Source: an optimization exercise on an open RTL-to-GDS flow (aim: small area). Production flows keep margins and buffers that such runs may drop. RTL that was checked went through simulation tests only; none was proved equivalent to the original. No activity file was given, so power comes from the tool's default toggle rates.

// motion_tracker_top
module motion_tracker_top (
    input  wire logic        clk_65mhz,
    input  wire logic        reset_8frame_delta_values,
    input  wire logic [29:0] pixel,
    input  wire logic        frame_end,
    output logic             gesture_valid,
    output logic [1:0]       p1_gesture,
    output logic [1:0]       p2_gesture,
    output logic [27:0]      p1_motion,
    output logic [27:0]      p2_motion
);
Size in the first run: about 420 flip-flops, about 94 I/O pins.
Settings: LEC_CHECK=0, CAP_MARGIN=20, CORE_MARGIN=2, CORE_UTILIZATION=40, SLEW_MARGIN=20; clock period 7.0 ns.
standard.sh (not shown) runs the stock make flow with config.mk's settings and CLKGATE_MAP_FILE= SYNTH_SCRIPT=/design/flow/synth_recipe.tcl, a recipe that flattens the netlist after the stock synthesis.
==> flow/flow/run.sh <==
#!/bin/bash
set -e
export CTS_ARGS="-sink_clustering_enable -repair_clock_nets -sink_clustering_size 20 -sink_clustering_max_diameter 60 -dont_use_dummy_load -buf_list {sky130_fd_sc_hd__clkbuf_8}"
export BUFFER_PORTS_ARGS="-buffer_cell sky130_fd_sc_hd__buf_1"
bash standard.sh > standard.log 2>&1
The baseline finished with timing, DRC and antenna clean.
Change:
--- a/flow/design.v
+++ b/flow/design.v
@@ -52,12 +52,18 @@
     wire       is1  = take & (pr > 4'd11) & (pg < 4'd2) & (pb < 4'd2);
     wire       is2  = take & (pr > 4'd13) & (pg > 4'd13) & (pb > 4'd13);
     wire [8:0] mx   = 9'd319 - pixel[28:20];
     wire [7:0] my   = pixel[19:12];
     wire       clr  = rst | fe;
     logic [15:0] n1, n2;
+    logic [6:0]  s1, s2;
+    logic [6:0]  k;         
+    wire         act  = (k != 7'd0);
+    wire         mrg  = (k == 7'd82);
+    wire [15:0]  nb1  = mrg ? {9'd0, s1} : n1;
+    wire [15:0]  nb2  = mrg ? {9'd0, s2} : n2;
     logic [23:0] sx1, sy1, sx2, sy2;
     logic        cx1, cy1, cx2, cy2;
     wire [24:0] ax1 = radd24({15'd0, sx1[8:0]}, {15'd0, mx & {9{is1}}}, 1'b0);
     wire [24:0] ay1 = radd24({16'd0, sy1[7:0]}, {16'd0, my & {8{is1}}}, 1'b0);
     wire [24:0] ax2 = radd24({15'd0, sx2[8:0]}, {15'd0, mx & {9{is2}}}, 1'b0);
     wire [24:0] ay2 = radd24({16'd0, sy2[7:0]}, {16'd0, my & {8{is2}}}, 1'b0);
@@ -67,66 +73,61 @@
     wire [24:0] hy2 = radd24({8'd0, sy2[23:8]}, 24'd0, cy2);
     wire [23:0] fx1 = {hx1[14:0], sx1[8:0]};
     wire [23:0] fy1 = {hy1[15:0], sy1[7:0]};
     wire [23:0] fx2 = {hx2[14:0], sx2[8:0]};
     wire [23:0] fy2 = {hy2[15:0], sy2[7:0]};
     always_ff @(posedge clk_65mhz) begin
-        n1  <= 16'(radd24({8'd0, n1 & {16{~clr}}}, 24'd0, is1));
-        n2  <= 16'(radd24({8'd0, n2 & {16{~clr}}}, 24'd0, is2));
+        n1  <= 16'(radd24({8'd0, nb1 & {16{~rst}}}, 24'd0, is1 & (mrg | ~act)));
+        n2  <= 16'(radd24({8'd0, nb2 & {16{~rst}}}, 24'd0, is2 & (mrg | ~act)));
+        s1  <= 7'(radd24({17'd0, s1 & {7{act & ~mrg}}}, 24'd0, is1 & act & ~mrg));
+        s2  <= 7'(radd24({17'd0, s2 & {7{act & ~mrg}}}, 24'd0, is2 & act & ~mrg));
         sx1 <= {hx1[14:0], ax1[8:0]} & {24{~clr}};
         sy1 <= {hy1[15:0], ay1[7:0]} & {24{~clr}};
         sx2 <= {hx2[14:0], ax2[8:0]} & {24{~clr}};
         sy2 <= {hy2[15:0], ay2[7:0]} & {24{~clr}};
         cx1 <= ax1[9] & ~clr;
         cy1 <= ay1[8] & ~clr;
         cx2 <= ax2[9] & ~clr;
         cy2 <= ay2[8] & ~clr;
     end
-    logic [95:0] chain;
-    logic [15:0] d1, d2;
+    logic [80:0] chain;
     logic [15:0] rem;
-    logic [8:0]  quo;
-    logic [6:0]  k;         
+    wire  [8:0]  quo = chain[8:0];    
     logic [2:0]  wcnt;      
     always_ff @(posedge clk_65mhz) begin
-        chain <= fe ? {fx1, fy1, fx2, fy2} : {chain[94:0], 1'b0};
-        if (fe) begin
-            d1 <= n1;
-            d2 <= n2;
-        end
+        chain <= fe ? {fx1[8:0], fy1, fx2, fy2} : {chain[79:0], ge};
     end
     logic first;            
     logic den2;             
     logic proc;             
     logic pres;             
     logic out_ld;           
-    wire [15:0] den   = den2 ? d2 : d1;
-    wire [16:0] trial = {first ? 16'd0 : rem, chain[95]};
+    wire [15:0] den   = den2 ? n2 : n1;
+    wire [16:0] trial = {first ? 16'd0 : rem, chain[80]};
     wire [24:0] dlo   = radd24({12'd0, trial[11:0]}, {12'hfff, ~den[11:0]}, 1'b1);
     wire [24:0] dh0   = radd24({19'd0, trial[16:12]}, {19'h7ffff, 1'b1, ~den[15:12]}, 1'b0);
     wire [24:0] dh1   = radd24({19'd0, trial[16:12]}, {19'h7ffff, 1'b1, ~den[15:12]}, 1'b1);
     wire        c9    = dlo[24];
     wire [4:0]  dhi   = c9 ? dh1[4:0] : dh0[4:0];
     wire        ge    = c9 ? dh1[24] : dh0[24];
     wire [16:0] diff  = {dhi, dlo[11:0]};
     always_ff @(posedge clk_65mhz) begin
-        rem <= ge ? diff[15:0] : trial[15:0];
-        quo <= {quo[7:0], ge};
+        rem <= fe ? {1'b0, fx1[23:9]} : (ge ? diff[15:0] : trial[15:0]);
         if (rst)
             k <= '0;
         else if (fe)
             k <= 7'd1;
-        else if (k == 7'd97)
+        else if (k == 7'd82)
             k <= '0;
         else if (k != 7'd0)
             k <= k + 7'd1;
-        first  <= fe | (k == 7'd24) | (k == 7'd48) | (k == 7'd72);
-        den2   <= ~fe & (k >= 7'd48);
-        proc   <= ~rst & ~fe & ((k == 7'd24) | (k == 7'd48) | (k == 7'd72) | (k == 7'd96));
-        pres   <= (k >= 7'd72) ? (d2 != 16'd0) : (d1 != 16'd0);
-        out_ld <= ~rst & ~fe & (k == 7'd96) & (wcnt == 3'd0);
+        first  <= ~fe & ((k == 7'd9) | (k == 7'd33) | (k == 7'd57));
+        den2   <= ~fe & (k >= 7'd33);
+        proc   <= ~rst & ~fe & ((k == 7'd9) | (k == 7'd33) | (k == 7'd57) | (k == 7'd81));
+        pres   <= (k >= 7'd57) ? (n2 != 16'd0) : (n1 != 16'd0);
+        out_ld <= ~rst & ~fe & (k == 7'd81) & (wcnt == 3'd0);
     end
     logic [8:0] lr [4];     
     logic [9:0] sr [4];     
     logic [3:0] hr;         
     logic       gv;
     logic [9:0] ox1, ox2;
Total power decreases by about 22%. Clock power drops by about 6%. Count of clock-buffer cells in the layout is unchanged. Global-route usage increases by 2.2 points. Worst hold slack improves by 0.016 ns. Maximum frequency climbs by 1.5%. Synthesized area fell by 4.1%.
For the first run of this note, only the layout was checked, not whether the RTL still works.

## port drivers added, routing unchanged
How much do the figures lean on ideal ports? The routed layouts below were timed once more, with nothing changed but the port constraints. Step 1, drivers: a clkbuf_16 drives clk_65mhz and a buf_2 each remaining input, both assumed. Step 2 adds t to the input delays and takes it off the output delays; t is the mean of the earliest and latest rising clock arrival at the registers after step 1. Input paths then give back, and output paths get back, about the clock's delay inside the block. Slacks: ideal ports / drivers / drivers and shift; pairs: ideal ports / drivers.
run	t, ns	setup WS [ns]	worst hold slack (ns)	pins driven straight from the clock port
the first run	0.643	0.417 / 0.417 / 0.417	0.373 / 0.373 / 0.373	1
the second run	0.644	0.513 / 0.513 / 0.513	0.389 / 0.389 / 0.389	1
After both steps setup and hold are still met in every run listed.
